Background: an optimization exercise with open tools, aiming at small area, a short achievable clock period and few clock cycles per item. Do not read the settings as production practice. The RTL was checked by simulation tests, not by an equivalence proof against the original design. No activity file was given, so power comes from the tool's default toggle rates.

// parametric_crc64_engine
module parametric_crc64_engine (
  input  logic                                clk,
  input  logic                                rst,
  input  logic                                s_axis_tvalid,
  output logic                                s_axis_tready,
  input  logic [pcrc64_pkg::ByteWidth-1:0]    s_axis_tdata,   
  input  logic                                s_axis_tuser,   
  output logic                                m_axis_tvalid,
  input  logic                                m_axis_tready,
  output logic [pcrc64_pkg::CrcWidth+pcrc64_pkg::CountWidth-1:0] m_axis_tdata,
  input  logic                                cfg_valid,
  output logic                                cfg_ready,
  input  logic [pcrc64_pkg::CfgIdxWidth-1:0]  cfg_index,
  input  logic [pcrc64_pkg::CrcWidth-1:0]     cfg_data
);
Size in the first run: roughly 2500 cells after synthesis, ~310 flip-flops, ~180 I/O pins.
Settings: LEC_CHECK=0, CAP_MARGIN=10, CORE_MARGIN=2, CORE_UTILIZATION=60, SETUP_SLACK_MARGIN=3.05, SLEW_MARGIN=10; clock period 6.0 ns.
standard.sh (not shown) runs the stock make flow with config.mk's settings and CLKGATE_MAP_FILE= SYNTH_SCRIPT=/design/flow/synth_recipe.tcl, a recipe that flattens the netlist after the stock synthesis.
==> flow/flow/run.sh <==
#!/bin/bash
# Layout flow: the standard flow (standard.sh) with two changes:
# - the buffers that global placement puts on every input and output port are
#   sky130_fd_sc_hd__buf_1 cells instead of the cell OpenROAD picks by default
#   (clkdlybuf4s50_1, a slow delay buffer twice the area);
# - clock tree synthesis builds the tree from clkbuf_8 cells and inserts no
#   dummy loads (otherwise the standard arguments).
# Synthesis is the standard one, run first and unchanged. Each run's full
# output goes to a log file of its own in this folder; ORFS keeps its
# per-step logs under orfs/logs.
set -euo pipefail
bash standard.sh synth > synth.log 2>&1
export BUFFER_PORTS_ARGS="-buffer_cell sky130_fd_sc_hd__buf_1"
export CTS_ARGS="-sink_clustering_enable -repair_clock_nets -dont_use_dummy_load -buf_list sky130_fd_sc_hd__clkbuf_8"
bash standard.sh > layout.log 2>&1
Testbench counts at the start, summed over its fixed seeds: cycles 19,264, items 19,200.
Rerun with:
--- a/flow/flow/run.sh
+++ b/flow/flow/run.sh
@@ -4 +4 @@
-#   sky130_fd_sc_hd__buf_1 cells instead of the cell OpenROAD picks by default
+#   sky130_fd_sc_hd__buf_2 cells instead of the cell OpenROAD picks by default
@@ -13 +13 @@
-export BUFFER_PORTS_ARGS="-buffer_cell sky130_fd_sc_hd__buf_1"
+export BUFFER_PORTS_ARGS="-buffer_cell sky130_fd_sc_hd__buf_2"
- CAP_MARGIN: 10 -> 20
- SETUP_SLACK_MARGIN: 3.05 -> 2.9
- SLEW_MARGIN: 10 -> 20
Result: Sequential power hardly moves; global-route usage went down by 1.2 points; final cell count came out lower by about 0.7%; via count goes down by about 3%; final area came out lower by 2.1%; first-iteration DRC count goes down by about 17%; power goes down by 4.7%; routed wire length goes down by about 5%; hold slack is about the same; combinational power is lower by about 6.5%.
Rerun with:
--- a/flow/flow/run.sh
+++ b/flow/flow/run.sh
@@ -4 +4 @@
-#   sky130_fd_sc_hd__buf_2 cells instead of the cell OpenROAD picks by default
+#   sky130_fd_sc_hd__buf_1 cells instead of the cell OpenROAD picks by default
@@ -13 +13 @@
-export BUFFER_PORTS_ARGS="-buffer_cell sky130_fd_sc_hd__buf_2"
+export BUFFER_PORTS_ARGS="-buffer_cell sky130_fd_sc_hd__buf_1"
- CAP_MARGIN: 20 -> 10
- SETUP_SLACK_MARGIN: 2.9 -> 2.75
- SLEW_MARGIN: 20 -> 10
What happened: The changed run completed without violations; cell area shrinks by a few percent; non-clock buffer count came out lower by 10; wire length fell by a few percent; utilization shrinks by 2.8 points.
Rerun with:
- SETUP_SLACK_MARGIN: 2.75 -> 2.9
- TNS_END_PERCENT: not set -> 100
What happened: The changed run went through all stages and came out clean; wire length increases by 4.1%; setup slack is better by 0.11 ns; utilization increases by 1.1 points; design area came out higher by 1.6%.

---

Setup of job 101:
The RTL this note starts from:
==> flow/design.v <==
`timescale 1ns / 1ps
package pcrc64_pkg;
  localparam int CrcWidth    = 64;
  localparam int ByteWidth   = 8;
  localparam int CountWidth  = 32;
  localparam int CfgIdxWidth = 3;
  localparam logic [CrcWidth-1:0]   PolyReset   = 64'h42F0_E1EB_A9EA_3693;
  localparam logic [CrcWidth-1:0]   InitReset   = '0;
  localparam logic [CrcWidth-1:0]   XorOutReset = '0;
  function automatic logic [ByteWidth-1:0] flip8(input logic [ByteWidth-1:0] b);
    logic [ByteWidth-1:0] r;
    for (int i = 0; i < ByteWidth; i = i + 1) begin
      r[i] = b[ByteWidth-1-i];
    end
    flip8 = r;
  endfunction
  function automatic logic [CrcWidth-1:0] flip64(input logic [CrcWidth-1:0] v);
    logic [CrcWidth-1:0] r;
    for (int i = 0; i < CrcWidth; i = i + 1) begin
      r[i] = v[CrcWidth-1-i];
    end
    flip64 = r;
  endfunction
  function automatic logic [ByteWidth-1:1] qvec(input logic [CrcWidth-1:0] poly);
    logic [ByteWidth-1:0] q;
    q    = '0;
    q[0] = 1'b1;
    for (int j = 1; j < ByteWidth; j = j + 1) begin
      for (int i = 1; i <= j; i = i + 1) begin
        q[j] = q[j] ^ (poly[CrcWidth-i] & q[j-i]);
      end
    end
    qvec = q[ByteWidth-1:1];
  endfunction
  function automatic logic [ByteWidth-1:0] qapply(input logic [ByteWidth-1:1] q,
                                                  input logic [ByteWidth-1:0] u);
    logic [ByteWidth-1:0] f;
    for (int i = 0; i < ByteWidth; i = i + 1) begin
      f[i] = u[i];
      for (int k = 0; k < i; k = k + 1) begin
        f[i] = f[i] ^ (q[i-k] & u[k]);
      end
    end
    qapply = f;
  endfunction
  function automatic logic [ByteWidth-1:0] byte_share(input logic [ByteWidth-1:1] q,
                                                      input logic [ByteWidth-1:0] b);
    byte_share = qapply(q, flip8(b));
  endfunction
  function automatic logic [CrcWidth-1:0] crc_step8(input logic [CrcWidth-1:0]  crc,
                                                     input logic [ByteWidth-1:0] v,
                                                     input logic [CrcWidth-1:0]  poly,
                                                     input logic [ByteWidth-1:1] q);
    logic [ByteWidth-1:0] f;
    logic [CrcWidth-1:0]  r;
    f = qapply(q, flip8(crc[CrcWidth-1 -: ByteWidth])) ^ v;
    r = {crc[CrcWidth-ByteWidth-1:0], {ByteWidth{1'b0}}};
    for (int k = 0; k < ByteWidth; k = k + 1) begin
      r = r ^ ({CrcWidth{f[k]}} & (poly << (ByteWidth-1-k)));
    end
    crc_step8 = r;
  endfunction
endpackage
`timescale 1ns / 1ps
module pcrc64_front (
  input  logic                             clk,
  input  logic                             rst,
  input  logic                             s_axis_tvalid,
  output logic                             s_axis_tready,
  input  logic [pcrc64_pkg::ByteWidth-1:0] s_axis_tdata,
  input  logic                             s_axis_tuser,
  input  logic                             reflect_in,
  input  logic [pcrc64_pkg::ByteWidth-1:1] poly_q,
  output logic                             q_valid,
  input  logic                             q_ready,
  output logic                             q_kind,
  output logic [pcrc64_pkg::ByteWidth-1:0] q_data
);
  logic                             skid_valid;
  logic                             skid_kind;
  logic [pcrc64_pkg::ByteWidth-1:0] skid_data;
  logic                             push;
  logic                             advance;
  logic                             in_kind;
  logic [pcrc64_pkg::ByteWidth-1:0] in_data;
  assign s_axis_tready = !skid_valid;
  assign push          = s_axis_tvalid && !skid_valid;
  assign advance       = !q_valid || q_ready;
  assign in_kind       = s_axis_tuser;
  assign in_data       = pcrc64_pkg::byte_share(poly_q, reflect_in ? pcrc64_pkg::flip8(s_axis_tdata)
                                                                   : s_axis_tdata);
  always_ff @(posedge clk) begin
    if (rst) begin
      q_valid    <= 1'b0;
      skid_valid <= 1'b0;
    end else if (advance) begin
      q_valid    <= skid_valid || push;
      skid_valid <= 1'b0;
    end else if (push) begin
      skid_valid <= 1'b1;
    end
  end
  always_ff @(posedge clk) begin
    if (advance) begin
      q_kind <= skid_valid ? skid_kind : in_kind;
      q_data <= skid_valid ? skid_data : in_data;
    end
    if (push) begin
      skid_kind <= in_kind;
      skid_data <= in_data;
    end
  end
endmodule
`timescale 1ns / 1ps
module pcrc64_back (
  input  logic                                clk,
  input  logic                                rst,
  input  logic [pcrc64_pkg::CrcWidth-1:0]     polynomial,
  input  logic [pcrc64_pkg::ByteWidth-1:1]    poly_q,
  input  logic [pcrc64_pkg::CrcWidth-1:0]     initial_value,
  input  logic [pcrc64_pkg::CrcWidth-1:0]     xor_out,
  input  logic                                reflect_out,
  input  logic                                q_valid,
  output logic                                q_ready,
  input  logic                                q_kind,
  input  logic [pcrc64_pkg::ByteWidth-1:0]    q_data,
  output logic                                m_axis_tvalid,
  input  logic                                m_axis_tready,
  output logic [pcrc64_pkg::CrcWidth+pcrc64_pkg::CountWidth-1:0] m_axis_tdata
);
  logic [pcrc64_pkg::CrcWidth-1:0]   crc_register;
  logic [pcrc64_pkg::CountWidth-1:0] bytes_absorbed;
  logic                              take;
  assign q_ready = !m_axis_tvalid || m_axis_tready;
  assign take    = q_valid && q_ready;
  always_ff @(posedge clk) begin
    if (rst) begin
      crc_register   <= pcrc64_pkg::InitReset;
      bytes_absorbed <= '0;
      m_axis_tvalid  <= 1'b0;
    end else begin
      if (take) begin
        m_axis_tvalid <= 1'b1;
        if (q_kind) begin
          crc_register   <= initial_value;
          bytes_absorbed <= '0;
        end else begin
          crc_register   <= pcrc64_pkg::crc_step8(crc_register, q_data, polynomial, poly_q);
          if (!(&bytes_absorbed)) begin
            bytes_absorbed <= bytes_absorbed + 32'd1;
          end
        end
      end else if (m_axis_tready) begin
        m_axis_tvalid <= 1'b0;
      end
    end
  end
  assign m_axis_tdata = {bytes_absorbed,
                         (reflect_out ? pcrc64_pkg::flip64(crc_register) : crc_register) ^ xor_out};
endmodule
`timescale 1ns / 1ps
module parametric_crc64_engine (
  input  logic                                clk,
  input  logic                                rst,
  input  logic                                s_axis_tvalid,
  output logic                                s_axis_tready,
  input  logic [pcrc64_pkg::ByteWidth-1:0]    s_axis_tdata,   
  input  logic                                s_axis_tuser,   
  output logic                                m_axis_tvalid,
  input  logic                                m_axis_tready,
  output logic [pcrc64_pkg::CrcWidth+pcrc64_pkg::CountWidth-1:0] m_axis_tdata,
  input  logic                                cfg_valid,
  output logic                                cfg_ready,
  input  logic [pcrc64_pkg::CfgIdxWidth-1:0]  cfg_index,
  input  logic [pcrc64_pkg::CrcWidth-1:0]     cfg_data
);
  logic [pcrc64_pkg::CrcWidth-1:0]  polynomial;
  logic [pcrc64_pkg::CrcWidth-1:0]  initial_value;
  logic [pcrc64_pkg::CrcWidth-1:0]  xor_out;
  logic [pcrc64_pkg::ByteWidth-1:1] poly_q;
  logic                             reflect_in;
  logic                             reflect_out;
  logic                             q_valid;
  logic                             q_ready;
  logic                             q_kind;
  logic [pcrc64_pkg::ByteWidth-1:0] q_data;
  assign cfg_ready = 1'b1;
  always_ff @(posedge clk) begin
    if (rst) begin
      polynomial    <= pcrc64_pkg::PolyReset;
      initial_value <= pcrc64_pkg::InitReset;
      xor_out       <= pcrc64_pkg::XorOutReset;
      reflect_in    <= 1'b0;
      reflect_out   <= 1'b0;
    end else if (cfg_valid) begin
      case (cfg_index)
        3'd0: polynomial    <= cfg_data;
        3'd1: initial_value <= cfg_data;
        3'd2: xor_out       <= cfg_data;
        3'd3: reflect_in    <= cfg_data[0];
        3'd4: reflect_out   <= cfg_data[0];
        default: begin
        end
      endcase
    end
  end
  always_ff @(posedge clk) begin
    if (rst) begin
      poly_q <= pcrc64_pkg::qvec(pcrc64_pkg::PolyReset);
    end else if (cfg_valid && cfg_index == 3'd0) begin
      poly_q <= pcrc64_pkg::qvec(cfg_data);
    end
  end
  pcrc64_front u_front (
    .clk           (clk),
    .rst           (rst),
    .s_axis_tvalid (s_axis_tvalid),
    .s_axis_tready (s_axis_tready),
    .s_axis_tdata  (s_axis_tdata),
    .s_axis_tuser  (s_axis_tuser),
    .reflect_in    (reflect_in),
    .poly_q        (poly_q),
    .q_valid       (q_valid),
    .q_ready       (q_ready),
    .q_kind        (q_kind),
    .q_data        (q_data)
  );
  pcrc64_back u_back (
    .clk           (clk),
    .rst           (rst),
    .polynomial    (polynomial),
    .poly_q        (poly_q),
    .initial_value (initial_value),
    .xor_out       (xor_out),
    .reflect_out   (reflect_out),
    .q_valid       (q_valid),
    .q_ready       (q_ready),
    .q_kind        (q_kind),
    .q_data        (q_data),
    .m_axis_tvalid (m_axis_tvalid),
    .m_axis_tready (m_axis_tready),
    .m_axis_tdata  (m_axis_tdata)
  );
endmodule
==> flow/config.mk <==
export PLATFORM = sky130hd
export DESIGN_NAME = parametric_crc64_engine
export DESIGN_NICKNAME = parametric_crc64_engine
export VERILOG_FILES = /design/flow/design.v
export SDC_FILE = /design/flow/constraint.sdc
export NUM_CORES = 4
export LEC_CHECK = 0
export CAP_MARGIN = 20
export CORE_MARGIN = 2
export CORE_UTILIZATION = 60
export SETUP_SLACK_MARGIN = 2.9
export SLEW_MARGIN = 20
==> flow/constraint.sdc <==
create_clock -name core_clock -period 6.0 [get_ports {clk}]
set_input_delay 1.2000 -clock core_clock [delete_from_list [all_inputs] [get_ports {clk}]]
set_output_delay 1.2000 -clock core_clock [all_outputs]
set_load 0.01 [all_outputs]
==> flow/flow/run.sh <==
#!/bin/bash
# Layout flow: the standard flow (standard.sh), with one change: the
# buffers that global placement puts on every input and output port are
# sky130_fd_sc_hd__buf_2 cells instead of the cell OpenROAD picks by default
# (clkdlybuf4s50_1, a slow delay buffer twice the area). Synthesis is the
# standard one, run first and unchanged. Each run's full output goes to a log
# file of its own in this folder; ORFS keeps its per-step logs under orfs/logs.
set -euo pipefail
bash standard.sh synth > synth.log 2>&1
BUFFER_PORTS_ARGS="-buffer_cell sky130_fd_sc_hd__buf_2" bash standard.sh > layout.log 2>&1
Testbench counts of job 101, summed over its fixed seeds: cycles 19,264, items 19,200.
Modified inputs, job 102 compared to job 101
Settings: SETUP_SLACK_MARGIN now 2.5, was 2.9; ABC_CLOCK_PERIOD_IN_PS now 3000, previously not set.
==> flow/run.sh (new file) <==
#!/bin/bash
# synth_recipe.tcl (not shown) runs the flow's synth.tcl, then flattens the netlist and writes it again
# the make line also repeats each setting of config.mk as NAME=value (left out here)
make -C /OpenROAD-flow-scripts/flow DESIGN_CONFIG=/design/flow/config.mk WORK_HOME=/design/flow/orfs CLKGATE_MAP_FILE= SYNTH_SCRIPT=/design/flow/synth_recipe.tcl finish
removed: flow/flow/run.sh
removed: flow/standard.sh
## What came out
Job 102 closes out successfully: all stages finished, all timing, DRC and antenna checks passed. Job 101 → job 102: actual slew at the worst max-slew pin went up, die area ~0 delta, via count has decreased. In the flow results for job 101 and job 102, the cell count is smaller on job 102.
Setup changes, job 102 to job 103
Settings: ABC_CLOCK_PERIOD_IN_PS removed (was 3000); SETUP_SLACK_MARGIN changed from 2.5 to 2.9.
Job 103 ended with every stage complete and zero timing, DRC or antenna violations.
Job 103 does worse than job 102 on design area.
Going from job 102 to job 103, the worst endpoint data arrival time was found to have gone down by 290 ps.
Looking at share of power burned in registers, job 103 sits 0.4 points higher than job 102 does.
The count of clock-buffer cells in the layout of job 103 falls short of that of job 102 by about 2%.
On job 103: worst slew margin relative to its limit is 1.1 points lower than what job 102 gave.
Delta (job 103 minus job 102): multi-input combinational cell count neither gained nor lost much; growth of design area from synthesis to finish higher; post-layout total power shows an increase of about 3%; met1 track utilization from global routing went up.
Against job 102, job 103 reports a clock power share that is higher.

[separate check: timing with driven ports]
In the flow no input, the clock included, has a driving cell. The finished layouts below were timed again as built, in two steps. Step 1 assumes that a clkbuf_16 drives the clock port and a buf_2 every other input. Step 2 also shifts input and output timing later by t, the mid clock arrival at the registers, as if the neighbouring blocks saw the same clock. a / b / c = ideal / step 1 / step 2; a / b = the first two.
run | t, ns | setup WS [ns] | hold WS [ns] | latest minus earliest clock arrival (ns) | cell pins on the clock port's net
the first run of note 1 | 0.679 | 2.810 / 2.758 / 2.473 | 0.452 / 0.452 / 0.452 | 0.038 / 0.039 | 1
the second run of note 1 | 0.681 | 2.821 / 2.768 / 2.475 | 0.451 / 0.451 / 0.451 | 0.030 / 0.030 | 1
the third run of note 1 | 0.659 | 2.794 / 2.746 / 2.330 | 0.450 / 0.450 / 0.450 | 0.067 / 0.066 | 1
the fourth run of note 1 | 0.648 | 2.903 / 2.849 / 2.557 | 0.450 / 0.450 / 0.450 | 0.055 / 0.054 | 1
job 101 | 0.619 | 2.856 / 2.797 / 2.512 | 0.448 / 0.448 / 0.448 | 0.025 / 0.025 | 1
job 102 | 0.599 | 2.481 / 2.423 / 2.285 | 0.448 / 0.448 / 0.448 | 0.028 / 0.028 | 1
job 103 | 0.610 | 2.769 / 2.709 / 2.369 | 0.451 / 0.451 / 0.451 | 0.024 / 0.024 | 1
After both steps every run listed still meets setup and hold. For the third run of note 1, which loses most, drivers alone change the setup slack by -0.048 ns; drivers and shift together by -0.464 ns.
